This is an optimization exercise on Yosys and OpenROAD, whose aim is small area and a short achievable clock period, not a production implementation.
No functional check of the RTL was part of this run.
The clock cells of this run come from the design's own scripts or RTL, not from TritonCTS.
The clock port is modelled as an ideal driver, which makes a skipped or thinned clock tree look cheaper than it is; a real chip needs a root buffer or a tree.
Power and IR drop assume default switching activity.

==> design/flow/design.v <==
package multPkg;
  typedef logic signed [16-1:0] operandT;
  typedef logic signed [32-1:0] productT;
  typedef struct packed {
    logic one;
    logic two;
    logic neg;
  } boothT;
  function automatic boothT boothEncode(input logic hi, input logic mid, input logic lo);
    boothT d;
    d.one = mid ^ lo;
    d.two = (hi & ~mid & ~lo) | (~hi & mid & lo);
    d.neg = hi;
    boothEncode = d;
  endfunction
endpackage
module operandPrep (
  input  logic             clk,
  input  logic             rstN,
  input  multPkg::operandT opA,
  input  multPkg::operandT opB,
  input  logic             inValid,
  output logic [15:0]      aR,
  output logic [7:0]       oneR,
  output logic [7:0]       twoR,
  output logic [7:0]       negR,
  output logic             prepValid
);
  logic [16:0] bExt;
  logic [7:0]  one;
  logic [7:0]  two;
  logic [7:0]  neg;
  assign bExt = {opB, 1'b0};
  for (genvar i = 0; i < 8; i++)
  begin : genDigit
    assign {one[i], two[i], neg[i]} = multPkg::boothEncode(bExt[2 * i + 2], bExt[2 * i + 1], bExt[2 * i]);
  end
  always_ff @(posedge clk)
  begin
    prepValid <= rstN & inValid;
  end
  always_ff @(posedge clk)
  begin
    aR <= opA;
    oneR <= one;
    twoR <= two;
    negR <= neg;
  end
endmodule
module daddaTree8 (
  input  logic [15:0]   aR,
  input  logic [7:0]    oneR,
  input  logic [7:0]    twoR,
  input  logic [7:0]    negR,
  output logic [74-1:0] cutBits
);
  logic pp0_0, pp0_1, pp0_2, pp0_3, pp0_4, pp0_5, pp0_6, pp0_7, pp0_8, pp0_9;
  logic pp0_10, pp0_11, pp0_12, pp0_13, pp0_14, pp0_15, pp0_16, pp1_0, pp1_1, pp1_2;
  logic pp1_3, pp1_4, pp1_5, pp1_6, pp1_7, pp1_8, pp1_9, pp1_10, pp1_11, pp1_12;
  logic pp1_13, pp1_14, pp1_15, pp1_16, pp2_0, pp2_1, pp2_2, pp2_3, pp2_4, pp2_5;
  logic pp2_6, pp2_7, pp2_8, pp2_9, pp2_10, pp2_11, pp2_12, pp2_13, pp2_14, pp2_15;
  logic pp2_16, pp3_0, pp3_1, pp3_2, pp3_3, pp3_4, pp3_5, pp3_6, pp3_7, pp3_8;
  logic pp3_9, pp3_10, pp3_11, pp3_12, pp3_13, pp3_14, pp3_15, pp3_16, pp4_0, pp4_1;
  logic pp4_2, pp4_3, pp4_4, pp4_5, pp4_6, pp4_7, pp4_8, pp4_9, pp4_10, pp4_11;
  logic pp4_12, pp4_13, pp4_14, pp4_15, pp4_16, pp5_0, pp5_1, pp5_2, pp5_3, pp5_4;
  logic pp5_5, pp5_6, pp5_7, pp5_8, pp5_9, pp5_10, pp5_11, pp5_12, pp5_13, pp5_14;
  logic pp5_15, pp5_16, pp6_0, pp6_1, pp6_2, pp6_3, pp6_4, pp6_5, pp6_6, pp6_7;
  logic pp6_8, pp6_9, pp6_10, pp6_11, pp6_12, pp6_13, pp6_14, pp6_15, pp6_16, pp7_0;
  logic pp7_1, pp7_2, pp7_3, pp7_4, pp7_5, pp7_6, pp7_7, pp7_8, pp7_9, pp7_10;
  logic pp7_11, pp7_12, pp7_13, pp7_14, pp7_15, pp7_16, s1, k1, s2, k2;
  logic s3, k3, s4, k4, s5, k5, s6, k6, s7, k7;
  logic s8, k8, s9, k9, s10, k10, s11, k11, s12, k12;
  logic s13, k13, s14, k14, s15, k15, s16, k16, s17, k17;
  logic s18, k18, s19, k19, s20, k20, s21, k21, s22, k22;
  logic s23, k23, s24, k24, s25, k25, s26, k26, s27, k27;
  logic s28, k28, s29, k29, s30, k30, s31, k31, s32, k32;
  logic s33, k33, s34, k34, s35, k35, s36, k36, s37, k37;
  logic s38, k38, s39, k39, s40, k40, s41, k41, s42, k42;
  logic s43, k43, s44, k44, s45, k45, s46, k46, s47, k47;
  logic s48, k48, s49, k49, s50, k50, s51, k51, s52, k52;
  logic s53, k53, s54, k54, s55, k55, s56, k56, s57, k57;
  logic s58, k58, s59, k59, s60, k60, s61, k61, s62, k62;
  logic s63, k63, s64, k64, s65, k65, s66, k66, s67, k67;
  logic s68, k68, s69, k69, s70, k70, s71, k71, s72, k72;
  logic s73, k73, s74, k74, s75, k75, s76, k76, s77, k77;
  logic s78, k78, s79, k79, s80, k80, s81, k81, s82, k82;
  logic s83, k83, s84, k84, s85, k85, s86, k86, s87, k87;
  logic s88, k88, s89, k89, s90, k90, s91, k91, s92, k92;
  logic s93, k93, t94, g94, t95, g95, t96, g96, t97, g97;
  logic t98, g98, t99, g99, t100, g100, t101, g101, t102, g102;
  logic t103, g103, t104, g104, t105, g105, t106, g106, s107, k107;
  logic s108, k108, s109, k109, s110, k110, s111, k111, s112, k112;
  assign pp0_0 = ((oneR[0] & aR[0]) | (twoR[0] & 1'b0)) ^ negR[0];
  assign pp0_1 = ((oneR[0] & aR[1]) | (twoR[0] & aR[0])) ^ negR[0];
  assign pp0_2 = ((oneR[0] & aR[2]) | (twoR[0] & aR[1])) ^ negR[0];
  assign pp0_3 = ((oneR[0] & aR[3]) | (twoR[0] & aR[2])) ^ negR[0];
  assign pp0_4 = ((oneR[0] & aR[4]) | (twoR[0] & aR[3])) ^ negR[0];
  assign pp0_5 = ((oneR[0] & aR[5]) | (twoR[0] & aR[4])) ^ negR[0];
  assign pp0_6 = ((oneR[0] & aR[6]) | (twoR[0] & aR[5])) ^ negR[0];
  assign pp0_7 = ((oneR[0] & aR[7]) | (twoR[0] & aR[6])) ^ negR[0];
  assign pp0_8 = ((oneR[0] & aR[8]) | (twoR[0] & aR[7])) ^ negR[0];
  assign pp0_9 = ((oneR[0] & aR[9]) | (twoR[0] & aR[8])) ^ negR[0];
  assign pp0_10 = ((oneR[0] & aR[10]) | (twoR[0] & aR[9])) ^ negR[0];
  assign pp0_11 = ((oneR[0] & aR[11]) | (twoR[0] & aR[10])) ^ negR[0];
  assign pp0_12 = ((oneR[0] & aR[12]) | (twoR[0] & aR[11])) ^ negR[0];
  assign pp0_13 = ((oneR[0] & aR[13]) | (twoR[0] & aR[12])) ^ negR[0];
  assign pp0_14 = ((oneR[0] & aR[14]) | (twoR[0] & aR[13])) ^ negR[0];
  assign pp0_15 = ((oneR[0] & aR[15]) | (twoR[0] & aR[14])) ^ negR[0];
  assign pp0_16 = ~(((oneR[0] | twoR[0]) & aR[15]) ^ negR[0]);
  assign pp1_0 = ((oneR[1] & aR[0]) | (twoR[1] & 1'b0)) ^ negR[1];
  assign pp1_1 = ((oneR[1] & aR[1]) | (twoR[1] & aR[0])) ^ negR[1];
  assign pp1_2 = ((oneR[1] & aR[2]) | (twoR[1] & aR[1])) ^ negR[1];
  assign pp1_3 = ((oneR[1] & aR[3]) | (twoR[1] & aR[2])) ^ negR[1];
  assign pp1_4 = ((oneR[1] & aR[4]) | (twoR[1] & aR[3])) ^ negR[1];
  assign pp1_5 = ((oneR[1] & aR[5]) | (twoR[1] & aR[4])) ^ negR[1];
  assign pp1_6 = ((oneR[1] & aR[6]) | (twoR[1] & aR[5])) ^ negR[1];
  assign pp1_7 = ((oneR[1] & aR[7]) | (twoR[1] & aR[6])) ^ negR[1];
  assign pp1_8 = ((oneR[1] & aR[8]) | (twoR[1] & aR[7])) ^ negR[1];
  assign pp1_9 = ((oneR[1] & aR[9]) | (twoR[1] & aR[8])) ^ negR[1];
  assign pp1_10 = ((oneR[1] & aR[10]) | (twoR[1] & aR[9])) ^ negR[1];
  assign pp1_11 = ((oneR[1] & aR[11]) | (twoR[1] & aR[10])) ^ negR[1];
  assign pp1_12 = ((oneR[1] & aR[12]) | (twoR[1] & aR[11])) ^ negR[1];
  assign pp1_13 = ((oneR[1] & aR[13]) | (twoR[1] & aR[12])) ^ negR[1];
  assign pp1_14 = ((oneR[1] & aR[14]) | (twoR[1] & aR[13])) ^ negR[1];
  assign pp1_15 = ((oneR[1] & aR[15]) | (twoR[1] & aR[14])) ^ negR[1];
  assign pp1_16 = ~(((oneR[1] | twoR[1]) & aR[15]) ^ negR[1]);
  assign pp2_0 = ((oneR[2] & aR[0]) | (twoR[2] & 1'b0)) ^ negR[2];
  assign pp2_1 = ((oneR[2] & aR[1]) | (twoR[2] & aR[0])) ^ negR[2];
  assign pp2_2 = ((oneR[2] & aR[2]) | (twoR[2] & aR[1])) ^ negR[2];
  assign pp2_3 = ((oneR[2] & aR[3]) | (twoR[2] & aR[2])) ^ negR[2];
  assign pp2_4 = ((oneR[2] & aR[4]) | (twoR[2] & aR[3])) ^ negR[2];
  assign pp2_5 = ((oneR[2] & aR[5]) | (twoR[2] & aR[4])) ^ negR[2];
  assign pp2_6 = ((oneR[2] & aR[6]) | (twoR[2] & aR[5])) ^ negR[2];
  assign pp2_7 = ((oneR[2] & aR[7]) | (twoR[2] & aR[6])) ^ negR[2];
  assign pp2_8 = ((oneR[2] & aR[8]) | (twoR[2] & aR[7])) ^ negR[2];
  assign pp2_9 = ((oneR[2] & aR[9]) | (twoR[2] & aR[8])) ^ negR[2];
  assign pp2_10 = ((oneR[2] & aR[10]) | (twoR[2] & aR[9])) ^ negR[2];
  assign pp2_11 = ((oneR[2] & aR[11]) | (twoR[2] & aR[10])) ^ negR[2];
  assign pp2_12 = ((oneR[2] & aR[12]) | (twoR[2] & aR[11])) ^ negR[2];
  assign pp2_13 = ((oneR[2] & aR[13]) | (twoR[2] & aR[12])) ^ negR[2];
  assign pp2_14 = ((oneR[2] & aR[14]) | (twoR[2] & aR[13])) ^ negR[2];
  assign pp2_15 = ((oneR[2] & aR[15]) | (twoR[2] & aR[14])) ^ negR[2];
  assign pp2_16 = ~(((oneR[2] | twoR[2]) & aR[15]) ^ negR[2]);
  assign pp3_0 = ((oneR[3] & aR[0]) | (twoR[3] & 1'b0)) ^ negR[3];
  assign pp3_1 = ((oneR[3] & aR[1]) | (twoR[3] & aR[0])) ^ negR[3];
  assign pp3_2 = ((oneR[3] & aR[2]) | (twoR[3] & aR[1])) ^ negR[3];
  assign pp3_3 = ((oneR[3] & aR[3]) | (twoR[3] & aR[2])) ^ negR[3];
  assign pp3_4 = ((oneR[3] & aR[4]) | (twoR[3] & aR[3])) ^ negR[3];
  assign pp3_5 = ((oneR[3] & aR[5]) | (twoR[3] & aR[4])) ^ negR[3];
  assign pp3_6 = ((oneR[3] & aR[6]) | (twoR[3] & aR[5])) ^ negR[3];
  assign pp3_7 = ((oneR[3] & aR[7]) | (twoR[3] & aR[6])) ^ negR[3];
  assign pp3_8 = ((oneR[3] & aR[8]) | (twoR[3] & aR[7])) ^ negR[3];
  assign pp3_9 = ((oneR[3] & aR[9]) | (twoR[3] & aR[8])) ^ negR[3];
  assign pp3_10 = ((oneR[3] & aR[10]) | (twoR[3] & aR[9])) ^ negR[3];
  assign pp3_11 = ((oneR[3] & aR[11]) | (twoR[3] & aR[10])) ^ negR[3];
  assign pp3_12 = ((oneR[3] & aR[12]) | (twoR[3] & aR[11])) ^ negR[3];
  assign pp3_13 = ((oneR[3] & aR[13]) | (twoR[3] & aR[12])) ^ negR[3];
  assign pp3_14 = ((oneR[3] & aR[14]) | (twoR[3] & aR[13])) ^ negR[3];
  assign pp3_15 = ((oneR[3] & aR[15]) | (twoR[3] & aR[14])) ^ negR[3];
  assign pp3_16 = ~(((oneR[3] | twoR[3]) & aR[15]) ^ negR[3]);
  assign pp4_0 = ((oneR[4] & aR[0]) | (twoR[4] & 1'b0)) ^ negR[4];
  assign pp4_1 = ((oneR[4] & aR[1]) | (twoR[4] & aR[0])) ^ negR[4];
  assign pp4_2 = ((oneR[4] & aR[2]) | (twoR[4] & aR[1])) ^ negR[4];
  assign pp4_3 = ((oneR[4] & aR[3]) | (twoR[4] & aR[2])) ^ negR[4];
  assign pp4_4 = ((oneR[4] & aR[4]) | (twoR[4] & aR[3])) ^ negR[4];
  assign pp4_5 = ((oneR[4] & aR[5]) | (twoR[4] & aR[4])) ^ negR[4];
  assign pp4_6 = ((oneR[4] & aR[6]) | (twoR[4] & aR[5])) ^ negR[4];
  assign pp4_7 = ((oneR[4] & aR[7]) | (twoR[4] & aR[6])) ^ negR[4];
  assign pp4_8 = ((oneR[4] & aR[8]) | (twoR[4] & aR[7])) ^ negR[4];
  assign pp4_9 = ((oneR[4] & aR[9]) | (twoR[4] & aR[8])) ^ negR[4];
  assign pp4_10 = ((oneR[4] & aR[10]) | (twoR[4] & aR[9])) ^ negR[4];
  assign pp4_11 = ((oneR[4] & aR[11]) | (twoR[4] & aR[10])) ^ negR[4];
  assign pp4_12 = ((oneR[4] & aR[12]) | (twoR[4] & aR[11])) ^ negR[4];
  assign pp4_13 = ((oneR[4] & aR[13]) | (twoR[4] & aR[12])) ^ negR[4];
  assign pp4_14 = ((oneR[4] & aR[14]) | (twoR[4] & aR[13])) ^ negR[4];
  assign pp4_15 = ((oneR[4] & aR[15]) | (twoR[4] & aR[14])) ^ negR[4];
  assign pp4_16 = ~(((oneR[4] | twoR[4]) & aR[15]) ^ negR[4]);
  assign pp5_0 = ((oneR[5] & aR[0]) | (twoR[5] & 1'b0)) ^ negR[5];
  assign pp5_1 = ((oneR[5] & aR[1]) | (twoR[5] & aR[0])) ^ negR[5];
  assign pp5_2 = ((oneR[5] & aR[2]) | (twoR[5] & aR[1])) ^ negR[5];
  assign pp5_3 = ((oneR[5] & aR[3]) | (twoR[5] & aR[2])) ^ negR[5];
  assign pp5_4 = ((oneR[5] & aR[4]) | (twoR[5] & aR[3])) ^ negR[5];
  assign pp5_5 = ((oneR[5] & aR[5]) | (twoR[5] & aR[4])) ^ negR[5];
  assign pp5_6 = ((oneR[5] & aR[6]) | (twoR[5] & aR[5])) ^ negR[5];
  assign pp5_7 = ((oneR[5] & aR[7]) | (twoR[5] & aR[6])) ^ negR[5];
  assign pp5_8 = ((oneR[5] & aR[8]) | (twoR[5] & aR[7])) ^ negR[5];
  assign pp5_9 = ((oneR[5] & aR[9]) | (twoR[5] & aR[8])) ^ negR[5];
  assign pp5_10 = ((oneR[5] & aR[10]) | (twoR[5] & aR[9])) ^ negR[5];
  assign pp5_11 = ((oneR[5] & aR[11]) | (twoR[5] & aR[10])) ^ negR[5];
  assign pp5_12 = ((oneR[5] & aR[12]) | (twoR[5] & aR[11])) ^ negR[5];
  assign pp5_13 = ((oneR[5] & aR[13]) | (twoR[5] & aR[12])) ^ negR[5];
  assign pp5_14 = ((oneR[5] & aR[14]) | (twoR[5] & aR[13])) ^ negR[5];
  assign pp5_15 = ((oneR[5] & aR[15]) | (twoR[5] & aR[14])) ^ negR[5];
  assign pp5_16 = ~(((oneR[5] | twoR[5]) & aR[15]) ^ negR[5]);
  assign pp6_0 = ((oneR[6] & aR[0]) | (twoR[6] & 1'b0)) ^ negR[6];
  assign pp6_1 = ((oneR[6] & aR[1]) | (twoR[6] & aR[0])) ^ negR[6];
  assign pp6_2 = ((oneR[6] & aR[2]) | (twoR[6] & aR[1])) ^ negR[6];
  assign pp6_3 = ((oneR[6] & aR[3]) | (twoR[6] & aR[2])) ^ negR[6];
  assign pp6_4 = ((oneR[6] & aR[4]) | (twoR[6] & aR[3])) ^ negR[6];
  assign pp6_5 = ((oneR[6] & aR[5]) | (twoR[6] & aR[4])) ^ negR[6];
  assign pp6_6 = ((oneR[6] & aR[6]) | (twoR[6] & aR[5])) ^ negR[6];
  assign pp6_7 = ((oneR[6] & aR[7]) | (twoR[6] & aR[6])) ^ negR[6];
  assign pp6_8 = ((oneR[6] & aR[8]) | (twoR[6] & aR[7])) ^ negR[6];
  assign pp6_9 = ((oneR[6] & aR[9]) | (twoR[6] & aR[8])) ^ negR[6];
  assign pp6_10 = ((oneR[6] & aR[10]) | (twoR[6] & aR[9])) ^ negR[6];
  assign pp6_11 = ((oneR[6] & aR[11]) | (twoR[6] & aR[10])) ^ negR[6];
  assign pp6_12 = ((oneR[6] & aR[12]) | (twoR[6] & aR[11])) ^ negR[6];
  assign pp6_13 = ((oneR[6] & aR[13]) | (twoR[6] & aR[12])) ^ negR[6];
  assign pp6_14 = ((oneR[6] & aR[14]) | (twoR[6] & aR[13])) ^ negR[6];
  assign pp6_15 = ((oneR[6] & aR[15]) | (twoR[6] & aR[14])) ^ negR[6];
  assign pp6_16 = ~(((oneR[6] | twoR[6]) & aR[15]) ^ negR[6]);
  assign pp7_0 = ((oneR[7] & aR[0]) | (twoR[7] & 1'b0)) ^ negR[7];
  assign pp7_1 = ((oneR[7] & aR[1]) | (twoR[7] & aR[0])) ^ negR[7];
  assign pp7_2 = ((oneR[7] & aR[2]) | (twoR[7] & aR[1])) ^ negR[7];
  assign pp7_3 = ((oneR[7] & aR[3]) | (twoR[7] & aR[2])) ^ negR[7];
  assign pp7_4 = ((oneR[7] & aR[4]) | (twoR[7] & aR[3])) ^ negR[7];
  assign pp7_5 = ((oneR[7] & aR[5]) | (twoR[7] & aR[4])) ^ negR[7];
  assign pp7_6 = ((oneR[7] & aR[6]) | (twoR[7] & aR[5])) ^ negR[7];
  assign pp7_7 = ((oneR[7] & aR[7]) | (twoR[7] & aR[6])) ^ negR[7];
  assign pp7_8 = ((oneR[7] & aR[8]) | (twoR[7] & aR[7])) ^ negR[7];
  assign pp7_9 = ((oneR[7] & aR[9]) | (twoR[7] & aR[8])) ^ negR[7];
  assign pp7_10 = ((oneR[7] & aR[10]) | (twoR[7] & aR[9])) ^ negR[7];
  assign pp7_11 = ((oneR[7] & aR[11]) | (twoR[7] & aR[10])) ^ negR[7];
  assign pp7_12 = ((oneR[7] & aR[12]) | (twoR[7] & aR[11])) ^ negR[7];
  assign pp7_13 = ((oneR[7] & aR[13]) | (twoR[7] & aR[12])) ^ negR[7];
  assign pp7_14 = ((oneR[7] & aR[14]) | (twoR[7] & aR[13])) ^ negR[7];
  assign pp7_15 = ((oneR[7] & aR[15]) | (twoR[7] & aR[14])) ^ negR[7];
  assign pp7_16 = ~(((oneR[7] | twoR[7]) & aR[15]) ^ negR[7]);
  halfAdder us1 (.x(negR[5]), .y(pp0_10), .s(s1), .c(k1));
  halfAdder us2 (.x(pp0_11), .y(pp1_9), .s(s2), .c(k2));
  fullAdder us3 (.x(negR[6]), .y(pp0_12), .z(pp1_10), .s(s3), .c(k3));
  halfAdder us4 (.x(pp2_8), .y(pp3_6), .s(s4), .c(k4));
  fullAdder us5 (.x(pp0_13), .y(pp1_11), .z(pp2_9), .s(s5), .c(k5));
  halfAdder us6 (.x(pp3_7), .y(pp4_5), .s(s6), .c(k6));
  fullAdder us7 (.x(negR[7]), .y(pp0_14), .z(pp1_12), .s(s7), .c(k7));
  fullAdder us8 (.x(pp2_10), .y(pp3_8), .z(pp4_6), .s(s8), .c(k8));
  halfAdder us9 (.x(pp5_4), .y(pp6_2), .s(s9), .c(k9));
  fullAdder us10 (.x(pp0_15), .y(pp1_13), .z(pp2_11), .s(s10), .c(k10));
  fullAdder us11 (.x(pp3_9), .y(pp4_7), .z(pp5_5), .s(s11), .c(k11));
  halfAdder us12 (.x(pp6_3), .y(pp7_1), .s(s12), .c(k12));
  assign {k13, s13} = {(1'b1 & pp0_16) | (1'b1 & pp1_14) | (pp0_16 & pp1_14), 1'b1 ^ pp0_16 ^ pp1_14};
  fullAdder us14 (.x(pp2_12), .y(pp3_10), .z(pp4_8), .s(s14), .c(k14));
  fullAdder us15 (.x(pp5_6), .y(pp6_4), .z(pp7_2), .s(s15), .c(k15));
  assign {k16, s16} = {(1'b1 & pp1_15) | (1'b1 & pp2_13) | (pp1_15 & pp2_13), 1'b1 ^ pp1_15 ^ pp2_13};
  fullAdder us17 (.x(pp3_11), .y(pp4_9), .z(pp5_7), .s(s17), .c(k17));
  halfAdder us18 (.x(pp6_5), .y(pp7_3), .s(s18), .c(k18));
  fullAdder us19 (.x(pp1_16), .y(pp2_14), .z(pp3_12), .s(s19), .c(k19));
  fullAdder us20 (.x(pp4_10), .y(pp5_8), .z(pp6_6), .s(s20), .c(k20));
  assign {k21, s21} = {(1'b1 & pp2_15) | (1'b1 & pp3_13) | (pp2_15 & pp3_13), 1'b1 ^ pp2_15 ^ pp3_13};
  halfAdder us22 (.x(pp4_11), .y(pp5_9), .s(s22), .c(k22));
  fullAdder us23 (.x(pp2_16), .y(pp3_14), .z(pp4_12), .s(s23), .c(k23));
  assign {k24, s24} = {1'b1 & pp3_15, 1'b1 ^ pp3_15};
  halfAdder us25 (.x(negR[3]), .y(pp0_6), .s(s25), .c(k25));
  halfAdder us26 (.x(pp0_7), .y(pp1_5), .s(s26), .c(k26));
  fullAdder us27 (.x(negR[4]), .y(pp0_8), .z(pp1_6), .s(s27), .c(k27));
  halfAdder us28 (.x(pp2_4), .y(pp3_2), .s(s28), .c(k28));
  fullAdder us29 (.x(pp0_9), .y(pp1_7), .z(pp2_5), .s(s29), .c(k29));
  halfAdder us30 (.x(pp3_3), .y(pp4_1), .s(s30), .c(k30));
  fullAdder us31 (.x(pp1_8), .y(pp2_6), .z(pp3_4), .s(s31), .c(k31));
  fullAdder us32 (.x(pp4_2), .y(pp5_0), .z(s1), .s(s32), .c(k32));
  fullAdder us33 (.x(pp2_7), .y(pp3_5), .z(pp4_3), .s(s33), .c(k33));
  fullAdder us34 (.x(pp5_1), .y(k1), .z(s2), .s(s34), .c(k34));
  fullAdder us35 (.x(pp4_4), .y(pp5_2), .z(pp6_0), .s(s35), .c(k35));
  fullAdder us36 (.x(k2), .y(s4), .z(s3), .s(s36), .c(k36));
  fullAdder us37 (.x(pp5_3), .y(pp6_1), .z(k4), .s(s37), .c(k37));
  fullAdder us38 (.x(s6), .y(k3), .z(s5), .s(s38), .c(k38));
  fullAdder us39 (.x(pp7_0), .y(k6), .z(s9), .s(s39), .c(k39));
  fullAdder us40 (.x(k5), .y(s7), .z(s8), .s(s40), .c(k40));
  fullAdder us41 (.x(k9), .y(s12), .z(k7), .s(s41), .c(k41));
  fullAdder us42 (.x(k8), .y(s10), .z(s11), .s(s42), .c(k42));
  fullAdder us43 (.x(k12), .y(k10), .z(k11), .s(s43), .c(k43));
  fullAdder us44 (.x(s13), .y(s14), .z(s15), .s(s44), .c(k44));
  fullAdder us45 (.x(s18), .y(k13), .z(k14), .s(s45), .c(k45));
  fullAdder us46 (.x(k15), .y(s16), .z(s17), .s(s46), .c(k46));
  fullAdder us47 (.x(pp7_4), .y(k18), .z(k16), .s(s47), .c(k47));
  fullAdder us48 (.x(k17), .y(s19), .z(s20), .s(s48), .c(k48));
  fullAdder us49 (.x(pp6_7), .y(pp7_5), .z(s22), .s(s49), .c(k49));
  fullAdder us50 (.x(k19), .y(k20), .z(s21), .s(s50), .c(k50));
  fullAdder us51 (.x(pp5_10), .y(pp6_8), .z(pp7_6), .s(s51), .c(k51));
  fullAdder us52 (.x(k22), .y(k21), .z(s23), .s(s52), .c(k52));
  fullAdder us53 (.x(pp4_13), .y(pp5_11), .z(pp6_9), .s(s53), .c(k53));
  fullAdder us54 (.x(pp7_7), .y(s24), .z(k23), .s(s54), .c(k54));
  fullAdder us55 (.x(pp3_16), .y(pp4_14), .z(pp5_12), .s(s55), .c(k55));
  fullAdder us56 (.x(pp6_10), .y(pp7_8), .z(k24), .s(s56), .c(k56));
  assign {k57, s57} = {(1'b1 & pp4_15) | (1'b1 & pp5_13) | (pp4_15 & pp5_13), 1'b1 ^ pp4_15 ^ pp5_13};
  halfAdder us58 (.x(pp6_11), .y(pp7_9), .s(s58), .c(k58));
  fullAdder us59 (.x(pp4_16), .y(pp5_14), .z(pp6_12), .s(s59), .c(k59));
  assign {k60, s60} = {1'b1 & pp5_15, 1'b1 ^ pp5_15};
  halfAdder us61 (.x(negR[2]), .y(pp0_4), .s(s61), .c(k61));
  halfAdder us62 (.x(pp0_5), .y(pp1_3), .s(s62), .c(k62));
  fullAdder us63 (.x(pp1_4), .y(pp2_2), .z(pp3_0), .s(s63), .c(k63));
  fullAdder us64 (.x(pp2_3), .y(pp3_1), .z(k25), .s(s64), .c(k64));
  fullAdder us65 (.x(pp4_0), .y(k26), .z(s28), .s(s65), .c(k65));
  fullAdder us66 (.x(k28), .y(s30), .z(k27), .s(s66), .c(k66));
  fullAdder us67 (.x(k30), .y(k29), .z(s31), .s(s67), .c(k67));
  fullAdder us68 (.x(k31), .y(s33), .z(k32), .s(s68), .c(k68));
  fullAdder us69 (.x(k33), .y(s35), .z(k34), .s(s69), .c(k69));
  fullAdder us70 (.x(k35), .y(s37), .z(k36), .s(s70), .c(k70));
  fullAdder us71 (.x(k37), .y(s39), .z(k38), .s(s71), .c(k71));
  fullAdder us72 (.x(k39), .y(k40), .z(s41), .s(s72), .c(k72));
  fullAdder us73 (.x(k41), .y(k42), .z(s43), .s(s73), .c(k73));
  fullAdder us74 (.x(k43), .y(k44), .z(s45), .s(s74), .c(k74));
  fullAdder us75 (.x(k45), .y(k46), .z(s47), .s(s75), .c(k75));
  fullAdder us76 (.x(s49), .y(k47), .z(k48), .s(s76), .c(k76));
  fullAdder us77 (.x(s51), .y(k49), .z(k50), .s(s77), .c(k77));
  fullAdder us78 (.x(k51), .y(s53), .z(k52), .s(s78), .c(k78));
  fullAdder us79 (.x(k53), .y(s55), .z(s56), .s(s79), .c(k79));
  fullAdder us80 (.x(s58), .y(k55), .z(s57), .s(s80), .c(k80));
  fullAdder us81 (.x(pp7_10), .y(k58), .z(k57), .s(s81), .c(k81));
  fullAdder us82 (.x(pp6_13), .y(pp7_11), .z(s60), .s(s82), .c(k82));
  fullAdder us83 (.x(pp5_16), .y(pp6_14), .z(pp7_12), .s(s83), .c(k83));
  assign {k84, s84} = {1'b1 & pp6_15, 1'b1 ^ pp6_15};
  halfAdder us85 (.x(negR[1]), .y(pp0_2), .s(s85), .c(k85));
  halfAdder us86 (.x(pp0_3), .y(pp1_1), .s(s86), .c(k86));
  fullAdder us87 (.x(pp1_2), .y(pp2_0), .z(s61), .s(s87), .c(k87));
  fullAdder us88 (.x(pp2_1), .y(k61), .z(s62), .s(s88), .c(k88));
  fullAdder us89 (.x(k62), .y(s25), .z(s63), .s(s89), .c(k89));
  fullAdder us90 (.x(s26), .y(k63), .z(s64), .s(s90), .c(k90));
  fullAdder us91 (.x(s27), .y(k64), .z(s65), .s(s91), .c(k91));
  fullAdder us92 (.x(s29), .y(k65), .z(s66), .s(s92), .c(k92));
  fullAdder us93 (.x(s32), .y(k66), .z(s67), .s(s93), .c(k93));
  assign {g94, t94} = {s34 & k67, s34 ^ k67};
  assign {g95, t95} = {s36 & k68, s36 ^ k68};
  assign {g96, t96} = {s38 & k69, s38 ^ k69};
  assign {g97, t97} = {s40 & k70, s40 ^ k70};
  assign {g98, t98} = {s42 & k71, s42 ^ k71};
  assign {g99, t99} = {s44 & k72, s44 ^ k72};
  assign {g100, t100} = {s46 & k73, s46 ^ k73};
  assign {g101, t101} = {s48 & k74, s48 ^ k74};
  assign {g102, t102} = {s50 & k75, s50 ^ k75};
  assign {g103, t103} = {s52 & k76, s52 ^ k76};
  assign {g104, t104} = {s54 & k77, s54 ^ k77};
  assign {g105, t105} = {k54 & s79, k54 ^ s79};
  assign {g106, t106} = {k56 & s80, k56 ^ s80};
  fullAdder us107 (.x(s59), .y(k80), .z(s81), .s(s107), .c(k107));
  fullAdder us108 (.x(k59), .y(s82), .z(k81), .s(s108), .c(k108));
  fullAdder us109 (.x(k60), .y(s83), .z(k82), .s(s109), .c(k109));
  fullAdder us110 (.x(pp7_13), .y(s84), .z(k83), .s(s110), .c(k110));
  fullAdder us111 (.x(pp6_16), .y(pp7_14), .z(k84), .s(s111), .c(k111));
  assign {k112, s112} = {1'b1 & pp7_15, 1'b1 ^ pp7_15};
  assign cutBits[0] = s68;
  assign cutBits[1] = t94;
  assign cutBits[2] = g94;
  assign cutBits[3] = s69;
  assign cutBits[4] = t95;
  assign cutBits[5] = g95;
  assign cutBits[6] = s70;
  assign cutBits[7] = t96;
  assign cutBits[8] = g96;
  assign cutBits[9] = s71;
  assign cutBits[10] = t97;
  assign cutBits[11] = g97;
  assign cutBits[12] = s72;
  assign cutBits[13] = t98;
  assign cutBits[14] = g98;
  assign cutBits[15] = s73;
  assign cutBits[16] = t99;
  assign cutBits[17] = g99;
  assign cutBits[18] = s74;
  assign cutBits[19] = t100;
  assign cutBits[20] = g100;
  assign cutBits[21] = s75;
  assign cutBits[22] = t101;
  assign cutBits[23] = g101;
  assign cutBits[24] = s76;
  assign cutBits[25] = t102;
  assign cutBits[26] = g102;
  assign cutBits[27] = s77;
  assign cutBits[28] = t103;
  assign cutBits[29] = g103;
  assign cutBits[30] = s78;
  assign cutBits[31] = t104;
  assign cutBits[32] = g104;
  assign cutBits[33] = k78;
  assign cutBits[34] = t105;
  assign cutBits[35] = g105;
  assign cutBits[36] = k79;
  assign cutBits[37] = t106;
  assign cutBits[38] = g106;
  assign cutBits[39] = negR[0];
  assign cutBits[40] = pp0_0;
  assign cutBits[41] = pp0_1;
  assign cutBits[42] = s85;
  assign cutBits[43] = pp1_0;
  assign cutBits[44] = k85;
  assign cutBits[45] = s86;
  assign cutBits[46] = k86;
  assign cutBits[47] = s87;
  assign cutBits[48] = k87;
  assign cutBits[49] = s88;
  assign cutBits[50] = k88;
  assign cutBits[51] = s89;
  assign cutBits[52] = k89;
  assign cutBits[53] = s90;
  assign cutBits[54] = k90;
  assign cutBits[55] = s91;
  assign cutBits[56] = k91;
  assign cutBits[57] = s92;
  assign cutBits[58] = k92;
  assign cutBits[59] = s93;
  assign cutBits[60] = k93;
  assign cutBits[61] = s107;
  assign cutBits[62] = k107;
  assign cutBits[63] = s108;
  assign cutBits[64] = k108;
  assign cutBits[65] = s109;
  assign cutBits[66] = k109;
  assign cutBits[67] = s110;
  assign cutBits[68] = k110;
  assign cutBits[69] = s111;
  assign cutBits[70] = k111;
  assign cutBits[71] = s112;
  assign cutBits[72] = k112;
  assign cutBits[73] = pp7_16;
endmodule
module fullAdder (
  input  logic x,
  input  logic y,
  input  logic z,
  output logic s,
  output logic c
);
  assign s = x ^ y ^ z;
  assign c = (x & y) | (x & z) | (y & z);
endmodule
module halfAdder (
  input  logic x,
  input  logic y,
  output logic s,
  output logic c
);
  assign s = x ^ y;
  assign c = x & y;
endmodule
module productMerge (
  input  logic                      clk,
  input  logic                      rstN,
  input  logic [74-1:0]    cutBits,
  input  logic                      prepValid,
  output multPkg::productT          product,
  output logic                      outValid
);
  logic                      treeValid;
  logic [74-1:0]    cutR;
  logic [32-1:0] rowA;
  logic [32-1:0] rowB;
  logic s68, t94, g94, s69, t95, g95, s70, t96, g96, s71;
  logic t97, g97, s72, t98, g98, s73, t99, g99, s74, t100;
  logic g100, s75, t101, g101, s76, t102, g102, s77, t103, g103;
  logic s78, t104, g104, k78, t105, g105, k79, t106, g106, negR_0;
  logic pp0_0, pp0_1, s85, pp1_0, k85, s86, k86, s87, k87, s88;
  logic k88, s89, k89, s90, k90, s91, k91, s92, k92, s93;
  logic k93, s107, k107, s108, k108, s109, k109, s110, k110, s111;
  logic k111, s112, k112, pp7_16, s94, k94, s95, k95, s96, k96;
  logic s97, k97, s98, k98, s99, k99, s100, k100, s101, k101;
  logic s102, k102, s103, k103, s104, k104, s105, k105, s106, k106;
  always_ff @(posedge clk)
  begin
    treeValid <= rstN & prepValid;
    outValid  <= rstN & treeValid;
  end
  always_ff @(posedge clk)
  begin
    cutR    <= cutBits;
    product <= rowA + rowB;
  end
  assign s68 = cutR[0];
  assign t94 = cutR[1];
  assign g94 = cutR[2];
  assign s69 = cutR[3];
  assign t95 = cutR[4];
  assign g95 = cutR[5];
  assign s70 = cutR[6];
  assign t96 = cutR[7];
  assign g96 = cutR[8];
  assign s71 = cutR[9];
  assign t97 = cutR[10];
  assign g97 = cutR[11];
  assign s72 = cutR[12];
  assign t98 = cutR[13];
  assign g98 = cutR[14];
  assign s73 = cutR[15];
  assign t99 = cutR[16];
  assign g99 = cutR[17];
  assign s74 = cutR[18];
  assign t100 = cutR[19];
  assign g100 = cutR[20];
  assign s75 = cutR[21];
  assign t101 = cutR[22];
  assign g101 = cutR[23];
  assign s76 = cutR[24];
  assign t102 = cutR[25];
  assign g102 = cutR[26];
  assign s77 = cutR[27];
  assign t103 = cutR[28];
  assign g103 = cutR[29];
  assign s78 = cutR[30];
  assign t104 = cutR[31];
  assign g104 = cutR[32];
  assign k78 = cutR[33];
  assign t105 = cutR[34];
  assign g105 = cutR[35];
  assign k79 = cutR[36];
  assign t106 = cutR[37];
  assign g106 = cutR[38];
  assign negR_0 = cutR[39];
  assign pp0_0 = cutR[40];
  assign pp0_1 = cutR[41];
  assign s85 = cutR[42];
  assign pp1_0 = cutR[43];
  assign k85 = cutR[44];
  assign s86 = cutR[45];
  assign k86 = cutR[46];
  assign s87 = cutR[47];
  assign k87 = cutR[48];
  assign s88 = cutR[49];
  assign k88 = cutR[50];
  assign s89 = cutR[51];
  assign k89 = cutR[52];
  assign s90 = cutR[53];
  assign k90 = cutR[54];
  assign s91 = cutR[55];
  assign k91 = cutR[56];
  assign s92 = cutR[57];
  assign k92 = cutR[58];
  assign s93 = cutR[59];
  assign k93 = cutR[60];
  assign s107 = cutR[61];
  assign k107 = cutR[62];
  assign s108 = cutR[63];
  assign k108 = cutR[64];
  assign s109 = cutR[65];
  assign k109 = cutR[66];
  assign s110 = cutR[67];
  assign k110 = cutR[68];
  assign s111 = cutR[69];
  assign k111 = cutR[70];
  assign s112 = cutR[71];
  assign k112 = cutR[72];
  assign pp7_16 = cutR[73];
  assign s94 = t94 ^ s68;
  assign k94 = g94 | (t94 & s68);
  assign s95 = t95 ^ s69;
  assign k95 = g95 | (t95 & s69);
  assign s96 = t96 ^ s70;
  assign k96 = g96 | (t96 & s70);
  assign s97 = t97 ^ s71;
  assign k97 = g97 | (t97 & s71);
  assign s98 = t98 ^ s72;
  assign k98 = g98 | (t98 & s72);
  assign s99 = t99 ^ s73;
  assign k99 = g99 | (t99 & s73);
  assign s100 = t100 ^ s74;
  assign k100 = g100 | (t100 & s74);
  assign s101 = t101 ^ s75;
  assign k101 = g101 | (t101 & s75);
  assign s102 = t102 ^ s76;
  assign k102 = g102 | (t102 & s76);
  assign s103 = t103 ^ s77;
  assign k103 = g103 | (t103 & s77);
  assign s104 = t104 ^ s78;
  assign k104 = g104 | (t104 & s78);
  assign s105 = t105 ^ k78;
  assign k105 = g105 | (t105 & k78);
  assign s106 = t106 ^ k79;
  assign k106 = g106 | (t106 & k79);
  assign rowA[0] = negR_0;
  assign rowB[0] = pp0_0;
  assign rowA[1] = pp0_1;
  assign rowB[1] = 1'b0;
  assign rowA[2] = s85;
  assign rowB[2] = pp1_0;
  assign rowA[3] = k85;
  assign rowB[3] = s86;
  assign rowA[4] = k86;
  assign rowB[4] = s87;
  assign rowA[5] = k87;
  assign rowB[5] = s88;
  assign rowA[6] = k88;
  assign rowB[6] = s89;
  assign rowA[7] = k89;
  assign rowB[7] = s90;
  assign rowA[8] = k90;
  assign rowB[8] = s91;
  assign rowA[9] = k91;
  assign rowB[9] = s92;
  assign rowA[10] = k92;
  assign rowB[10] = s93;
  assign rowA[11] = k93;
  assign rowB[11] = s94;
  assign rowA[12] = k94;
  assign rowB[12] = s95;
  assign rowA[13] = k95;
  assign rowB[13] = s96;
  assign rowA[14] = k96;
  assign rowB[14] = s97;
  assign rowA[15] = k97;
  assign rowB[15] = s98;
  assign rowA[16] = k98;
  assign rowB[16] = s99;
  assign rowA[17] = k99;
  assign rowB[17] = s100;
  assign rowA[18] = k100;
  assign rowB[18] = s101;
  assign rowA[19] = k101;
  assign rowB[19] = s102;
  assign rowA[20] = k102;
  assign rowB[20] = s103;
  assign rowA[21] = k103;
  assign rowB[21] = s104;
  assign rowA[22] = k104;
  assign rowB[22] = s105;
  assign rowA[23] = k105;
  assign rowB[23] = s106;
  assign rowA[24] = k106;
  assign rowB[24] = s107;
  assign rowA[25] = k107;
  assign rowB[25] = s108;
  assign rowA[26] = k108;
  assign rowB[26] = s109;
  assign rowA[27] = k109;
  assign rowB[27] = s110;
  assign rowA[28] = k110;
  assign rowB[28] = s111;
  assign rowA[29] = k111;
  assign rowB[29] = s112;
  assign rowA[30] = k112;
  assign rowB[30] = pp7_16;
  assign rowA[31] = 1'b1;
  assign rowB[31] = 1'b0;
endmodule
module signedMultiplier16 (
  input  logic             clk,
  input  logic             rstN,
  input  multPkg::operandT opA,
  input  multPkg::operandT opB,
  input  logic             inValid,
  output multPkg::productT product,
  output logic             outValid
);
  logic [15:0]               aR;
  logic [7:0]                oneR;
  logic [7:0]                twoR;
  logic [7:0]                negR;
  logic                      prepValid;
  logic [74-1:0]     cutBits;
  operandPrep operandPrep_inst (
    .clk       (clk),
    .rstN      (rstN),
    .opA       (opA),
    .opB       (opB),
    .inValid   (inValid),
    .aR        (aR),
    .oneR      (oneR),
    .twoR      (twoR),
    .negR      (negR),
    .prepValid (prepValid)
  );
  daddaTree8 daddaTree8_inst (
    .aR   (aR),
    .oneR (oneR),
    .twoR (twoR),
    .negR (negR),
    .cutBits (cutBits)
  );
  productMerge productMerge_inst (
    .clk       (clk),
    .rstN      (rstN),
    .cutBits   (cutBits),
    .prepValid (prepValid),
    .product   (product),
    .outValid  (outValid)
  );
endmodule
==> design/flow/flow/run.sh <==
#!/bin/bash
# standard synthesis and layout, except:
# - the port buffers are the smallest buffer instead of a delay cell,
# - the clock tree is a balanced two-level tree built by flow/clock_tree.tcl
#   (root buffer, one buffer per k-means cluster of flip-flops) in place of TritonCTS.
set -euo pipefail
export FLOW_CLOCK_TREE="8 sky130_fd_sc_hd__clkbuf_16 sky130_fd_sc_hd__clkbuf_16"
bash standard.sh SETUP_SLACK_MARGIN=6.3 "BUFFER_PORTS_ARGS=-buffer_cell sky130_fd_sc_hd__buf_1" \
  PRE_CTS_TCL=$PWD/flow/clock_tree.tcl finish > flow_make.log 2>&1
==> design/flow/flow/clock_tree.tcl <==
# Two-level clock tree: the clock port drives one root buffer, which drives one
# buffer per cluster of flip-flops (clusters by k-means on placement).
proc my_clock_tree {nclusters rootcell leafcell} {
  set block [ord::get_db_block]
  set db [ord::get_db]
  set clknet [$block findNet clk]
  set sinks {}
  foreach it [$clknet getITerms] {
    lappend sinks $it
  }
  set pts {}
  foreach it $sinks {
    set b [[$it getInst] getBBox]
    lappend pts [list [expr {([$b xMin] + [$b xMax]) / 2.0}] [expr {([$b yMin] + [$b yMax]) / 2.0}]]
  }
  set n [llength $pts]
  # k-means, seeded by spreading over sorted x then y
  set cent {}
  set sorted [lsort -real -index 0 $pts]
  for {set k 0} {$k < $nclusters} {incr k} {
    lappend cent [lindex $sorted [expr {int(($k + 0.5) * $n / $nclusters)}]]
  }
  for {set iter 0} {$iter < 50} {incr iter} {
    set assign {}
    foreach p $pts {
      set best 0; set bd 1e30
      for {set k 0} {$k < $nclusters} {incr k} {
        set c [lindex $cent $k]
        set d [expr {abs([lindex $p 0] - [lindex $c 0]) + abs([lindex $p 1] - [lindex $c 1])}]
        if {$d < $bd} { set bd $d; set best $k }
      }
      lappend assign $best
    }
    set newc {}
    for {set k 0} {$k < $nclusters} {incr k} {
      set sx 0; set sy 0; set m 0
      foreach p $pts a $assign {
        if {$a == $k} { set sx [expr {$sx + [lindex $p 0]}]; set sy [expr {$sy + [lindex $p 1]}]; incr m }
      }
      if {$m > 0} { lappend newc [list [expr {$sx / $m}] [expr {$sy / $m}]] } else { lappend newc [lindex $cent $k] }
    }
    set cent $newc
  }
  set rmaster [$db findMaster $rootcell]
  set lmaster [$db findMaster $leafcell]
  # root buffer at the centre of the leaf buffers
  set rx 0; set ry 0
  foreach c $cent { set rx [expr {$rx + [lindex $c 0]}]; set ry [expr {$ry + [lindex $c 1]}] }
  set rx [expr {int($rx / $nclusters)}]; set ry [expr {int($ry / $nclusters)}]
  set root [odb::dbInst_create $block $rmaster "clkbuf_root"]
  $root setLocation $rx $ry
  $root setPlacementStatus PLACED
  set rootnet [odb::dbNet_create $block "clknet_root"]
  $rootnet setSigType CLOCK
  foreach it $sinks { $it disconnect }
  [$root findITerm A] connect $clknet
  [$root findITerm X] connect $rootnet
  for {set k 0} {$k < $nclusters} {incr k} {
    set c [lindex $cent $k]
    set leaf [odb::dbInst_create $block $lmaster "clkbuf_leaf_$k"]
    $leaf setLocation [expr {int([lindex $c 0])}] [expr {int([lindex $c 1])}]
    $leaf setPlacementStatus PLACED
    set net [odb::dbNet_create $block "clknet_leaf_$k"]
    $net setSigType CLOCK
    [$leaf findITerm A] connect $rootnet
    [$leaf findITerm X] connect $net
    foreach it $sinks a $assign {
      if {$a == $k} { $it connect $net }
    }
  }
}

# Used as ORFS's PRE_CTS_TCL hook: build the tree here, and leave the CTS step's
# clock_tree_synthesis call nothing to do.
if {[info exists ::env(FLOW_CLOCK_TREE)]} {
  my_clock_tree {*}$::env(FLOW_CLOCK_TREE)
  set_propagated_clock [all_clocks]
  proc clock_tree_synthesis {args} { puts "clock tree built by flow/clock_tree.tcl" }
}
==> design/flow/standard.sh <==
#!/bin/bash
# synth_recipe.tcl (not shown) runs the flow's synth.tcl, then flattens the netlist and writes it again
# the make line also repeats each setting of config.mk as NAME=value (left out here)
make -C /OpenROAD-flow-scripts/flow DESIGN_CONFIG=/design/flow/config.mk WORK_HOME=/design/flow/orfs CLKGATE_MAP_FILE= SYNTH_SCRIPT=/design/flow/synth_recipe.tcl "${@:-finish}"
==> design/flow/config.mk <==
export PLATFORM = sky130hd
export DESIGN_NAME = signedMultiplier16
export DESIGN_NICKNAME = signedMultiplier16
export VERILOG_FILES = /design/flow/design.v
export SDC_FILE = /design/flow/constraint.sdc
export NUM_CORES = 4
export LEC_CHECK = 0
export CAP_MARGIN = 20
export CORE_MARGIN = 2
export CORE_UTILIZATION = 65
export PLACE_DENSITY = 0.75
export SLEW_MARGIN = 20
export SYNTH_HIERARCHICAL = 1
export SYNTH_MINIMUM_KEEP_SIZE = 0
==> design/flow/constraint.sdc <==
create_clock -name core_clock -period 8.8 [get_ports {clk}]
set_input_delay 1.7600 -clock core_clock [delete_from_list [all_inputs] [get_ports {clk}]]
set_output_delay 1.7600 -clock core_clock [all_outputs]
set_load 0.01 [all_outputs]
==> summary.md <==
| Metric | Value |
|---|---|
| Status | `no timing/DRC/antenna violations` |
| IO Count | `68` |
| Dpl ws | `about 5.7 ns` |
| Setup crit start | `productMerge_inst.product[1]$_DFF_P_` |
| Cell taking the most area after synthesis | `dfxtp_1` |
| Max Slew Vio Count | `0` |
| Pin count of the biggest net entering global routing | `31` |
| CP Class | `flip-flop to output port` |
| Register area share after synthesis | `between 20% and 30%` |
| Critical Path End | `product[1]` |
| Req. time, crit path | `about 7 ns` |
| Num rows | `46` |
| Netlist Area Pre-Place | `between 10000 and 15000 um2` |
| Final worst slack | `roughly 6.2 ns` |
| Seq pwr share | `23.7%` |
| Crit Path Max Fanout | `1` |
| Die height | `around 130 um` |
| Yosys top cell area share | `27.9%` |
| Initial antenna violation count | `0` |
| Synthesized Nets | `roughly 1200` |
| Critical Path Max Stage Delay | `roughly 0.32 ns` |
| Post-layout minimum cycle time | `2.60 ns` |
| Post-DR vias/cell | `between 5 and 6` |
| Vias | `6954` |
| Drt drc | `0` |
| Syn. warnings | `8` |
| Placed insts | `1130` |
| Worst r2r src | `productMerge_inst.cutR[18]$_DFF_P_` |
| Layout net count | `1181` |
| Slew @ Worst Pin | `~0.50 ns` |
| Skew final | `between 0.04 and 0.05 ns` |
| Clock share of power | `under 10%` |
| Worst reg2reg path depth | `9` |
| PwrDens | `392 nW/um2` |
| R2r endpoint | `productMerge_inst.product[25]$_DFF_P_` |
| Maximum vdd ir drop | `0.000244 V` |
| Count of final hold-check violations | `0` |
| Cell Chain, Critical Path | `buf_2` |
| Final ANT Viol Nets | `0` |
| Max Freq | `0.384 GHz` |
| Power Total | `between 4 and 5 mW` |
| Net switching power | `a little under 2 mW` |
| DRT Pass-1 Iters | `5` |
| Max Cap Viol | `0` |
| Core area | `approximately 16000 um2` |
| IO buf count | `67` |
| Total GRT Usage | `between 20% and 30%` |
| Net Sw Frac | `between 40% and 50%` |
| Top FF cell, synth | `dfxtp_1` |
| DIE AREA | `about 17000 um2` |
| HPWL Detailed | `~15 mm` |
| RSZ-0062 raised after global routing | `yes` |
| WP depth | `1` |
| First-pass GRT wire length | `between 30 and 40 mm` |
| Area Growth Syn to Fin | `7.95%` |
| Worst path bufs/invs | `1` |
| GRT Residual Overflow | `0` |
| Cell with the most instances after synthesis | `dfxtp_1` |
| Seq cells post-synth | `149` |
| Final GP Congestion | `between 0.8 and 0.9` |
| Layout cell share with drive strength beyond 1 | `29.9%` |
| Setup TNS | `0 ns` |
| Hold crit path type | `flip-flop to flip-flop` |
| Startpoint Class | `flip-flop` |
| Worst path arrival time | `around 0.84 ns` |
| Critical path capture point type | `output port` |
| Worst hold margin | `between 0.4 and 0.5 ns` |
| Clock latency reported for the late side of the worst-skew pair | `roughly 0.4 ns` |
| ANT cells | `0` |
| Layout fillers | `approximately 1200` |
| Internal Power | `2.59 mW` |
| Logic pwr share | `about two thirds` |
| Async set-reset flop share out of synthesis | `0%` |
| Mapped Cells | `997` |
| EDFF count, synth | `0` |
| R2R Setup Slk | `approximately 6.2 ns` |
| Cell family with most CP delay | `flip-flops` |
| Initial DRC count | `618` |
| Fin crit share | `~30%` |
| Vias in the first global route | `6453` |
| Fin cells | `about 1200` |
| Final Setup Violations | `0` |
| Starting density of the core | `66.9%` |
| Synth top area cells | `dfxtp_1 28%, fa_1 14%, xnor2_1 11%, ha_1 9.1%, a22oi_1 6.7%` |
| Clock transition at path regs | `~0.10 ns` |
| Slowest-stage cell, CP | `dfxtp_1` |
| Syn avg cell area | `about 11 um2` |
| Post-DR wirelength/cell | `between 15 and 20 um` |
| Most instantiated cells after synthesis | `149 x dfxtp_1, 134 x xnor2_1, 95 x a22oi_1, 94 x buf_4, 78 x ha_1` |
| Die width | `~130 um` |
| Relative slew slack | `between 60 and 70%` |
| Leakage | `4.48 nW` |
| Drt total wl | `roughly 22 mm` |
| Netlist cell types | `61` |
cell usage in the layout, fill, tap and decap left out, types with 10 or more instances in the layout:
master / instances
a21o_1: 10
a21oi_1: 17
a22oi_1: 67
a22oi_2: 56
buf_1: 34
buf_2: 30
buf_4: 64
dfxtp_1: 108
dfxtp_4: 37
fa_1: 52
fa_2: 22
ha_1: 60
ha_4: 13
inv_1: 13
nand2_1: 39
nand2b_1: 10
nor2_1: 20
o21ai_0: 27
xnor2_1: 131
xor2_1: 37
Yosys stat by module (local to each module, per instance), excerpt:
module / area [um2] / cells inside / flip-flops and latches / times used
fullAdder: 20.0 / 1 / 0 / 74
halfAdder: 12.5 / 1 / 0 / 17
productMerge: 4170 / 389 / 108 / 1
daddaTree8: 3810 / 446 / 0 / 1
operandPrep: 1020 / 71 / 41 / 1
worst min path at each step:
stage	from	endpoint	slack [ns]	cells past startpoint
2_1_floorplan	operandPrep_inst.prepValid$_DFF_P_	productMerge_inst.treeValid$_DFF_P_	0.41	1
3_3_place_gp	operandPrep_inst.prepValid$_DFF_P_	productMerge_inst.treeValid$_DFF_P_	0.41	1
3_5_place_dp	operandPrep_inst.prepValid$_DFF_P_	productMerge_inst.treeValid$_DFF_P_	0.41	1
4_1_cts	operandPrep_inst.prepValid$_DFF_P_	productMerge_inst.treeValid$_DFF_P_	0.43	1
5_1_grt	operandPrep_inst.prepValid$_DFF_P_	productMerge_inst.treeValid$_DFF_P_	0.46	1
6_report	operandPrep_inst.prepValid$_DFF_P_	productMerge_inst.treeValid$_DFF_P_	0.43	1
registers in the layout, summed over array words and instances (netlist names):
name and cells:
productMerge_inst.outValid 1, operandPrep_inst.negR 8, operandPrep_inst.prepValid 1, productMerge_inst.product 32, operandPrep_inst.oneR 8, operandPrep_inst.aR 16
operandPrep_inst.twoR 8, productMerge_inst.treeValid 1, productMerge_inst.cutR 74
per-layer routing:
| metal | share of wire, % | vias up | global-route usage [%] |
|---|---|---|---|
| met5 | 0 | - | 0 |
| met4 | 2.0 | 0 | 3.88 |
| met3 | 7.3 | 40 | 2.96 |
| met2 | 44 | 290 | 37.4 |
| met1 | 47 | 3281 | 35.5 |
| li1 | - | 3343 | - |
power by group through the flow:
stage | Clock [mW] | Sequential [mW] | Combinational, mW
2_1_floorplan | 0 | 1.07 | 2.37
3_3_place_gp | 0 | 1.10 | 2.44
3_5_place_dp | 0 | 1.11 | 2.50
4_1_cts | 0.395 | 1.08 | 2.80
5_1_grt | 0.416 | 1.10 | 3.40
6_report | 0.384 | 1.08 | 3.07
per-stage QoR:
stage                     utilization (%)  area [um2]
after floorplan                         -       11000
after global placement               63.9       10200
after detailed placement             63.9       10200
after CTS                            68.0       10900
after global routing                 72.2       11500
final                                72.2       11500
repair_timing:
item | 4_1_cts | 5_1_grt
buffers inserted | 13 | 56
resized for setup | 124 | 45
hold buffers | 0 | 0
pin swaps | 6 | 8
endpoints found under the setup margin | 90 | 53
final cells by class:
cell class                 instances  area (um2)  area share [%]
multi-input combinational        682        6940            60.1
sequential                       149        3130            27.1
timing repair buffer             139         935            8.09
tap                              216         270            2.34
buffer                             9         225            1.95
inverter                          13        48.8           0.423
logic make-up (layout without fill, tap and decap cells):
kind of cell / count (synthesis) / after routing / synth area share [%]
AO/OA/AOI/OAI: 227 / 227 / 16.5
XOR/XNOR: 171 / 171 / 14.0
buffers and inverters: 166 / 161 / 12.3
adder cells (fa/ha/maj): 152 / 152 / 23.0
flip-flops: 149 / 149 / 27.9
AND/OR/NAND/NOR: 131 / 131 / 6.25
multiplexers: 1 / 1 / 0.105

-- what the ideal ports hide --
In the flow no input, the clock included, has a driving cell. The finished layout below was timed again as built, in two steps.
Step 1, drivers: a clkbuf_16 drives clk and a buf_2 each remaining input, both assumed.
Step 2 also shifts input and output timing later by t, the mid clock arrival at the registers, as if the neighbouring blocks saw the same clock.
Slacks: no drivers / after step 1 / after step 2; pairs: no drivers / after step 1.
t (ns): 0.425
setup slack, ns: 6.197 / 6.153 / 6.237
worst setup path at the end: register to register
latest minus earliest clock arrival (ns): 0.044 / 0.043
After both steps setup and hold are still met in this run. For this run, drivers alone change the setup slack by -0.044 ns; drivers and shift together by +0.040 ns.
